Background: an optimization exercise with open tools, aiming at small area, a short achievable clock period and few clock cycles per item. Do not read the settings as production practice. The RTL of this run was laid out without a check of its function.

File: config.mk
export PLATFORM = sky130hd
export DESIGN_NAME = sm3Compress
export DESIGN_NICKNAME = sm3Compress
export VERILOG_FILES = /design/flow/design.v
export SDC_FILE = /design/flow/constraint.sdc
export NUM_CORES = 4
export LEC_CHECK = 0
export ABC_AREA = 1
export CAP_MARGIN = 20
export CORE_MARGIN = 2
export CORE_UTILIZATION = 60
export PLACE_DENSITY = 0.7
export SETUP_SLACK_MARGIN = 5
export SLEW_MARGIN = 20
File: constraint.sdc
create_clock -name core_clock -period 10.0 [get_ports {clk}]
set_input_delay 2.0000 -clock core_clock [delete_from_list [all_inputs] [get_ports {clk}]]
set_output_delay 2.0000 -clock core_clock [all_outputs]
set_load 0.01 [all_outputs]
File: design.v
package sm3Pkg;
	typedef logic [31:0] wordT;
	typedef struct packed {
		wordT a;
		wordT b;
		wordT c;
		wordT d;
		wordT e;
		wordT f;
		wordT g;
		wordT h;
	} stateT;
	localparam int numRounds = 64;
	localparam int lowRounds = 16;
	localparam wordT tLow  = 32'h79cc4519;
	localparam wordT tHigh = 32'h7a879d8a;
	function automatic wordT rotl(input wordT x, input int n);
		rotl = (x << n) | (x >> (32 - n));
	endfunction
	function automatic wordT p0(input wordT x);
		p0 = x ^ rotl(x, 9) ^ rotl(x, 17);
	endfunction
	function automatic wordT p1(input wordT x);
		p1 = x ^ rotl(x, 15) ^ rotl(x, 23);
	endfunction
	function automatic wordT addSk(input wordT x, input wordT y);
		logic [31:0] p;
		logic [31:0] g;
		logic [31:0] gp;
		logic [31:0] pp;
		int          k;
		p  = x ^ y;
		g  = x & y;
		gp = g;
		pp = p;
		for (int l = 0; l < 5; l++) begin
			for (int j = 0; j < 32; j++) begin
				if (((j >> l) & 1) == 1) begin
					k = ((j >> (l + 1)) << (l + 1)) + (1 << l) - 1;
					gp[j] = gp[j] | (pp[j] & gp[k]);
					pp[j] = pp[j] & pp[k];
				end
			end
		end
		addSk = p ^ {gp[30:0], 1'b0};
	endfunction
	function automatic logic [31:0] ksCarry(input wordT x, input wordT y);
		logic [31:0] gp;
		logic [31:0] pp;
		logic [31:0] gn;
		logic [31:0] pn;
		gp = x & y;
		pp = x ^ y;
		for (int l = 0; l < 5; l++) begin
			gn = gp;
			pn = pp;
			for (int j = (1 << l); j < 32; j++) begin
				gn[j] = gp[j] | (pp[j] & gp[j - (1 << l)]);
				pn[j] = pp[j] & pp[j - (1 << l)];
			end
			gp = gn;
			pp = pn;
		end
		ksCarry = {gp[30:0], 1'b0};
	endfunction
	function automatic wordT add2(input wordT x, input wordT y);
		add2 = x ^ y ^ ksCarry(x, y);
	endfunction
	function automatic wordT add2x(input wordT x, input wordT y, input wordT v);
		add2x = (x ^ y ^ v) ^ ksCarry(x, y);
	endfunction
	function automatic wordT add3(input wordT x, input wordT y, input wordT z);
		wordT s;
		wordT c;
		s = x ^ y ^ z;
		c = (x & y) | (x & z) | (y & z);
		add3 = add2(s, {c[30:0], 1'b0});
	endfunction
endpackage
module sm3RoundCtrl (
	input  logic       clk,
	input  logic       enable,
	input  logic       start,
	output logic       accept,
	output logic       high,
	output logic       lastRound,
	output logic       lowLast,
	output logic       busy,
	output logic       done
);
	logic [5:0] roundCnt;
	assign accept    = start & ~busy;
	assign lastRound = busy & (roundCnt == 6'd63);
	assign lowLast   = roundCnt == 6'd15;
	always_ff @(posedge clk) begin
		if (accept) begin
			high <= 1'b0;
		end else if (lowLast) begin
			high <= 1'b1;
		end
	end
	always_ff @(posedge clk or posedge enable) begin
		if (enable) begin
			busy     <= 1'b0;
			done     <= 1'b0;
			roundCnt <= '0;
		end else begin
			done <= lastRound;
			if (accept) begin
				busy     <= 1'b1;
				roundCnt <= '0;
			end else if (busy) begin
				roundCnt <= roundCnt + 1'b1;
				if (lastRound) begin
					busy <= 1'b0;
				end
			end
		end
	end
endmodule
module sm3MsgExpand (
	input  logic          clk,
	input  logic          accept,
	input  logic [511:0]  block,
	output sm3Pkg::wordT  wNext,
	output sm3Pkg::wordT  wNextPrime
);
	logic [511:0] window;
	sm3Pkg::wordT mix;
	sm3Pkg::wordT nextWord;
	always_comb begin
		mix      = window[511:480] ^ window[287:256] ^ sm3Pkg::rotl(window[95:64], 15);
		nextWord = sm3Pkg::p1(mix) ^ sm3Pkg::rotl(window[415:384], 7) ^ window[191:160];
	end
	always_ff @(posedge clk) begin
		if (accept) begin
			window <= block;
		end else begin
			window <= {window[479:0], nextWord};
		end
	end
	assign wNext      = window[479:448];
	assign wNextPrime = window[479:448] ^ window[351:320];
endmodule
module sm3RoundState (
	input  logic              clk,
	input  logic              enable,
	input  logic              accept,
	input  logic              high,
	input  logic              lastRound,
	input  logic              lowLast,
	input  sm3Pkg::stateT     chainIn,
	input  logic [511:0]      block,
	input  sm3Pkg::wordT      wNext,
	input  sm3Pkg::wordT      wNextPrime,
	output sm3Pkg::stateT     chainOut
);
	sm3Pkg::stateT st;
	sm3Pkg::stateT savedChain;
	sm3Pkg::stateT nextSt;
	sm3Pkg::stateT finalSt;
	sm3Pkg::wordT tj;
	sm3Pkg::wordT a12;
	sm3Pkg::wordT ss1;
	sm3Pkg::wordT ss2;
	sm3Pkg::wordT ffv;
	sm3Pkg::wordT ggv;
	sm3Pkg::wordT x1;
	sm3Pkg::wordT x2;
	sm3Pkg::wordT tt1;
	sm3Pkg::wordT tt2;
	sm3Pkg::wordT dIn;
	sm3Pkg::wordT dW;
	sm3Pkg::wordT hIn;
	sm3Pkg::wordT hW;
	always_comb begin
		a12 = sm3Pkg::rotl(st.a, 12);
		ss1 = sm3Pkg::rotl(sm3Pkg::add3(a12, st.e, tj), 7);
		ss2 = ss1 ^ a12;
		if (high) begin
			ffv = (st.a & st.b) | (st.a & st.c) | (st.b & st.c);
			ggv = (st.e & st.f) | (~st.e & st.g);
		end else begin
			ffv = st.a ^ st.b ^ st.c;
			ggv = st.e ^ st.f ^ st.g;
		end
		x1  = sm3Pkg::add2(ffv, st.d);
		x2  = sm3Pkg::add2(ggv, st.h);
		tt1 = sm3Pkg::add2(x1, ss2);
		tt2 = sm3Pkg::add2(x2, ss1);
	end
	always_comb begin
		if (accept) begin
			dIn = chainIn.d;
			dW  = block[511:480] ^ block[383:352];
			hIn = chainIn.h;
			hW  = block[511:480];
		end else begin
			dIn = st.c;
			dW  = wNextPrime;
			hIn = st.g;
			hW  = wNext;
		end
	end
	always_comb begin
		nextSt.a = tt1;
		nextSt.b = st.a;
		nextSt.c = sm3Pkg::rotl(st.b, 9);
		nextSt.d = sm3Pkg::addSk(dIn, dW);
		nextSt.e = sm3Pkg::p0(tt2);
		nextSt.f = st.e;
		nextSt.g = sm3Pkg::rotl(st.f, 19);
		nextSt.h = sm3Pkg::addSk(hIn, hW);
	end
	always_comb begin
		finalSt   = nextSt ^ savedChain;
		finalSt.a = sm3Pkg::add2x(x1, ss2, savedChain.a);
		finalSt.d = st.c ^ savedChain.d;
		finalSt.e = (tt2 ^ sm3Pkg::rotl(tt2, 9)) ^ (sm3Pkg::rotl(tt2, 17) ^ savedChain.e);
		finalSt.h = st.g ^ savedChain.h;
	end
	always_ff @(posedge clk) begin
		if (accept) begin
			st.a <= chainIn.a;
			st.b <= chainIn.b;
			st.c <= chainIn.c;
			st.e <= chainIn.e;
			st.f <= chainIn.f;
			st.g <= chainIn.g;
			tj   <= sm3Pkg::tLow;
		end else begin
			st.a <= nextSt.a;
			st.b <= nextSt.b;
			st.c <= nextSt.c;
			st.e <= nextSt.e;
			st.f <= nextSt.f;
			st.g <= nextSt.g;
			if (lowLast) begin
				tj <= sm3Pkg::rotl(sm3Pkg::tHigh, 16);
			end else begin
				tj <= sm3Pkg::rotl(tj, 1);
			end
		end
		st.d <= nextSt.d;
		st.h <= nextSt.h;
	end
	always_ff @(posedge clk) begin
		if (accept) begin
			savedChain <= chainIn;
		end
	end
	always_ff @(posedge clk or posedge enable) begin
		if (enable) begin
			chainOut <= '0;
		end else if (lastRound) begin
			chainOut <= finalSt;
		end
	end
endmodule
module sm3Compress (
	input  logic          clk,
	input  logic          enable,
	input  logic          start,
	input  logic [255:0]  chainIn,
	input  logic [511:0]  block,
	output logic [255:0]  chainOut,
	output logic          busy,
	output logic          done
);
	logic         accept;
	logic         high;
	logic         lastRound;
	logic         lowLast;
	sm3Pkg::wordT wNext;
	sm3Pkg::wordT wNextPrime;
	sm3RoundCtrl u_ctrl (
		.clk       (clk),
		.enable    (enable),
		.start     (start),
		.accept    (accept),
		.high      (high),
		.lastRound (lastRound),
		.lowLast   (lowLast),
		.busy      (busy),
		.done      (done)
	);
	sm3MsgExpand u_expand (
		.clk        (clk),
		.accept     (accept),
		.block      (block),
		.wNext      (wNext),
		.wNextPrime (wNextPrime)
	);
	sm3RoundState u_round (
		.clk        (clk),
		.enable     (enable),
		.accept     (accept),
		.high       (high),
		.lastRound  (lastRound),
		.lowLast    (lowLast),
		.chainIn    (chainIn),
		.block      (block),
		.wNext      (wNext),
		.wNextPrime (wNextPrime),
		.chainOut   (chainOut)
	);
endmodule
File: flow/run.sh
#!/bin/bash
set -e
export BUFFER_PORTS_ARGS="-buffer_cell sky130_fd_sc_hd__buf_1"
bash standard.sh > standard.log 2>&1
File: standard.sh
#!/bin/bash
# synth_recipe.tcl (not shown) runs the flow's synth.tcl, then flattens the netlist and writes it again
# the make line also repeats each setting of config.mk as NAME=value (left out here)
make -C /OpenROAD-flow-scripts/flow DESIGN_CONFIG=/design/flow/config.mk WORK_HOME=/design/flow/orfs CLKGATE_MAP_FILE= SYNTH_SCRIPT=/design/flow/synth_recipe.tcl "${@:-finish}"
==> impl_metrics.env <==
export IMPL_setup_tns_ns=0
export IMPL_rsz0062_at_grt="true"
export IMPL_cts_made_buffers=136
export IMPL_hold_class="reg -> reg"
export IMPL_yosysUniqueCellTypes=63
export IMPL_synth_edf_count=256
export IMPL_ctsLongestPathBuffers=3
export IMPL_cts_tree="done"
export IMPL_finClkSkew_ns=0.06851
export IMPL_critPathKind="reg -> reg"
export IMPL_ys_seq_elements=1321
export IMPL_maxCapViolCount=0
export IMPL_hold_viol=0
export IMPL_syn_area_um2=63430
export IMPL_top_layer_used="met5"
export IMPL_cp_max_fo=5
export IMPL_min_period_ns=5.262
export IMPL_fin_cells=10369
export IMPL_drive_above_1_share_pct=11.48
export IMPL_cp_start_kind="register"
export IMPL_std_cell_rows=119
export IMPL_track_usage_pct=49.04
export IMPL_finalNetCount=9885
export IMPL_syn2layout_area_growth_pct=23.02
export IMPL_insertion_delay_ns=0.81
export IMPL_tightest_slew_ns=1.221
export IMPL_gp_congestion=1.068
export IMPL_pre_cts_slack_ns=3.152
export IMPL_h_tree_depth=4
export IMPL_chipWidth_um=329.2
export IMPL_io_buffer_count=1028
export IMPL_synth_cells=7735
export IMPL_async_reset_ff_share_pct=19.98
export IMPL_yosys_area_share_simple_pct=23.06
export IMPL_wl_met2_mm=121.7
export IMPL_ys_seq_area_share_pct=47.81
export IMPL_finalCritPeriodShare_pct=52.62
export IMPL_maxClockFrequency_mhz=190.1
export IMPL_grt_overflow_total=0
export IMPL_met1_length_mm=94.11
export IMPL_worst_slack_ns=4.738
export IMPL_synth_adder_area_share_pct=6.702
export IMPL_yosys_warnings=3
export IMPL_viasPerCell=6.036
export IMPL_synth_compound_area_share_pct=8.111
export IMPL_initial_core_util_pct=60.35
export IMPL_synth_area_mux_share_pct=0.01578
export IMPL_dieArea_um2=108300
export IMPL_final_setup_viol_count=0
export IMPL_synth_avg_cell_area_um2=8.201
export IMPL_status="no timing/DRC/antenna violations"
export IMPL_grt_pass1_wl_mm=381.8
export IMPL_dp_hpwl_mm=206.5
export IMPL_top_level_ports=1029
export IMPL_endpoint_kind="register"
export IMPL_synthFlopType="dfxtp_1"
export IMPL_num_vias=62584
export IMPL_cp_required_ns=10.69
export IMPL_slew_headroom_pct=18.35
export IMPL_synth_top_family_by_area="simple AND/OR/NAND/NOR gates"
export IMPL_yosys_top_cells_area="dfxtp_1 (25%), nand2_1 (17%), edfxtp_1 (12%)"
export IMPL_drc=0
export IMPL_coreArea_um2=105100
export IMPL_drt_wirelength_per_cell_um=27.32
export IMPL_wl_mm=283.3
export IMPL_die_y_um=329.2
export IMPL_grt_pass1_vias=58061
export IMPL_clkSinkCount=1321
export IMPL_first_iter_violations=8585
export IMPL_synth_largest_area_cell="dfxtp_1"
export IMPL_drv_slew=0
export IMPL_critical_path_arrival_ns=5.95
export IMPL_cts_hold_buffers=0
export IMPL_drtAntennaViolNets=0
export IMPL_synth_xor_area_share_pct=9.456
export IMPL_antenna_found_initial=39
export IMPL_syn_nets=8799
export IMPL_placedCellCount=9928
export IMPL_met3RoutedLength_mm=37.39
export IMPL_clk_pin_slew_ns=0.06
export IMPL_dr_pass1_iters=16
export IMPL_grt_max_degree=255
export IMPL_yosysTopAreaCellShare_pct=25.28
export IMPL_cts_root_buf="clkbuf_16"
path summary, 6_finish.rpt:
path	cells after the start	from	slack, ns	endpoint
max in group asynchronous	4	enable	6.79	u_round.chainOut[20]
max reg2reg	25	u_round.st[97]	4.74	u_round.chainOut[99]
min reg2reg	2	u_expand.window[419]	0.39	u_expand.window[451]
max	25	u_round.st[97]	4.74	u_round.chainOut[99]
min in group asynchronous	2	enable	1.25	u_round.chainOut[120]
min	2	u_expand.window[419]	0.39	u_expand.window[451]
per-layer routing:
metal,GRT usage (%),vias to the layer above
li1,-,26781
met1,57.56,28838
met2,74.56,5345
met3,14.24,1596
met4,40.73,24
met5,0,-
repair_timing:
action                                  4_1_cts  5_1_grt
pin swaps                                    51      146
endpoints found under the hold margin         0        0
buffers inserted                             44       86
gates cloned                                  9        7
resized for setup                           333      479
endpoints found under the setup margin      263      134
metrics by stage:
stage               utilization, %  area (um2)  hold slack [ns]
floorplan                        -       63520           0.4030
global placement             65.07       68400           0.4063
detailed placement           65.07       68400           0.4080
CTS                          71.24       74880           0.3938
global route                 74.18       77970           0.4249
finish                       74.24       78040           0.3899
cells in the mapped netlist (6+ instances only):
cell	n
a21o_1	31
a21oi_1	250
a31oi_1	24
buf_1	15
buf_2	7
clkbuf_1	233
dfrtp_1	264
dfxtp_1	801
edfxtp_1	256
fa_1	78
ha_1	215
inv_1	541
inv_2	16
nand2_1	2952
nand2_2	17
nand3_1	283
nand3b_1	22
nand4_1	26
nor2_1	312
nor3_1	22
nor4_1	6
o21a_1	9
o21ai_0	493
o21ai_1	30
o21bai_1	40
o22ai_1	24
or2_1	6
or2_2	37
xnor2_1	315
xor2_1	339
xor2_2	8
flip-flops by register name, summed over array words and instances, names as in the netlist:
signal / cells
u_expand.window: 512
u_round.chainOut: 256
u_round.savedChain: 256
u_round.st: 256
u_round.tj: 32
u_ctrl.roundCnt: 6
u_ctrl.busy: 1
u_ctrl.done: 1
u_ctrl.high: 1
worst max-delay path, stage by stage, from the launching register on:
cell and delay (ns):
dfxtp_4 0.39, clkinvlp_4 0.13, fa_1 0.50, inv_1 0.05
ha_2 0.19, fa_2 0.35, nand2_1 0.07, nand2_1 0.07
o21ai_2 0.08, o21ai_2 0.10, a21o_1 0.25, nand4_1 0.11
nand4_1 0.18, xor2_2 0.23, buf_4 0.17, ha_4 0.30
nand2_1 0.11, nand3_4 0.15, xor2_1 0.95, inv_1 0.25
nand2_1 0.17, nand2_2 0.09, inv_2 0.07, nand2_1 0.05
nand3_1 0.06, nand2_1 0.06
layout by cell type, fill, tap and decap left out, types with 30 or more instances in the layout:
cell type	synthesis	final
xor2_1	339	289
xnor2_1	315	293
diode_2	0	41
dfxtp_4	0	42
buf_4	2	123
a21oi_2	4	45
nand2_1	2952	2829
edfxtp_1	256	256
ha_2	0	36
o21ai_1	30	39
a21oi_1	250	194
clkbuf_1	233	37
ha_4	0	32
nand3_1	283	233
o21ai_0	493	455
dfrtp_1	264	264
o21bai_1	40	37
clkbuf_16	0	143
inv_1	541	523
dfxtp_1	801	732
nor2_1	312	298
nand2_2	17	95
ha_1	215	147
or2_2	37	37
buf_1	15	1027
xor2_4	2	31
nand2_4	1	44
nand3_2	3	50
a21o_1	31	30
fa_1	78	71
final cells by class:
type,instances,area (um2)
Antenna cell,41,102.6
Clock buffer,197,3884
Clock inverter,57,758.2
Fill cell,7381,27080
Inverter,557,2193
Multi-Input combinational cell,5602,33060
Sequential cell,1321,30520
Tap cell,1391,1740
Timing Repair Buffer,1199,5739
Timing Repair inverter,4,45.04
cell families (layout without fill, tap and decap cells):
| family | after synthesis | after routing |
|---|---|---|
| compound gates | 943 | 943 |
| xor+xnor | 668 | 668 |
| fa+ha+maj | 293 | 293 |
| buf+inv | 814 | 2014 |
| flops | 1321 | 1321 |
| mux | 1 | 1 |
| other cells | 0 | 41 |
| simple gates | 3695 | 3697 |

afterwards: timing with drivers on the ports:
In the flow no input, the clock included, has a driving cell. The finished layout below was timed again as built, in two steps.
Step 1 assumes that a clkbuf_16 drives the clock port and a buf_2 every other input.
Step 2 adds t to the input delays and takes it off the output delays; t is the mean of the earliest and latest rising clock arrival at the registers after step 1. Input paths then give back, and output paths get back, about the clock's delay inside the block.
Slacks: ideal ports / drivers / drivers and shift; pairs: ideal ports / drivers.
t (ns): 0.856
setup slack, ns: 4.738 / 4.738 / 4.252
worst setup path after step 2: input to register
After both steps setup and hold are still met in this run. The setup slack of this run moves by 0.000 ns with the drivers and by -0.486 ns with both steps.
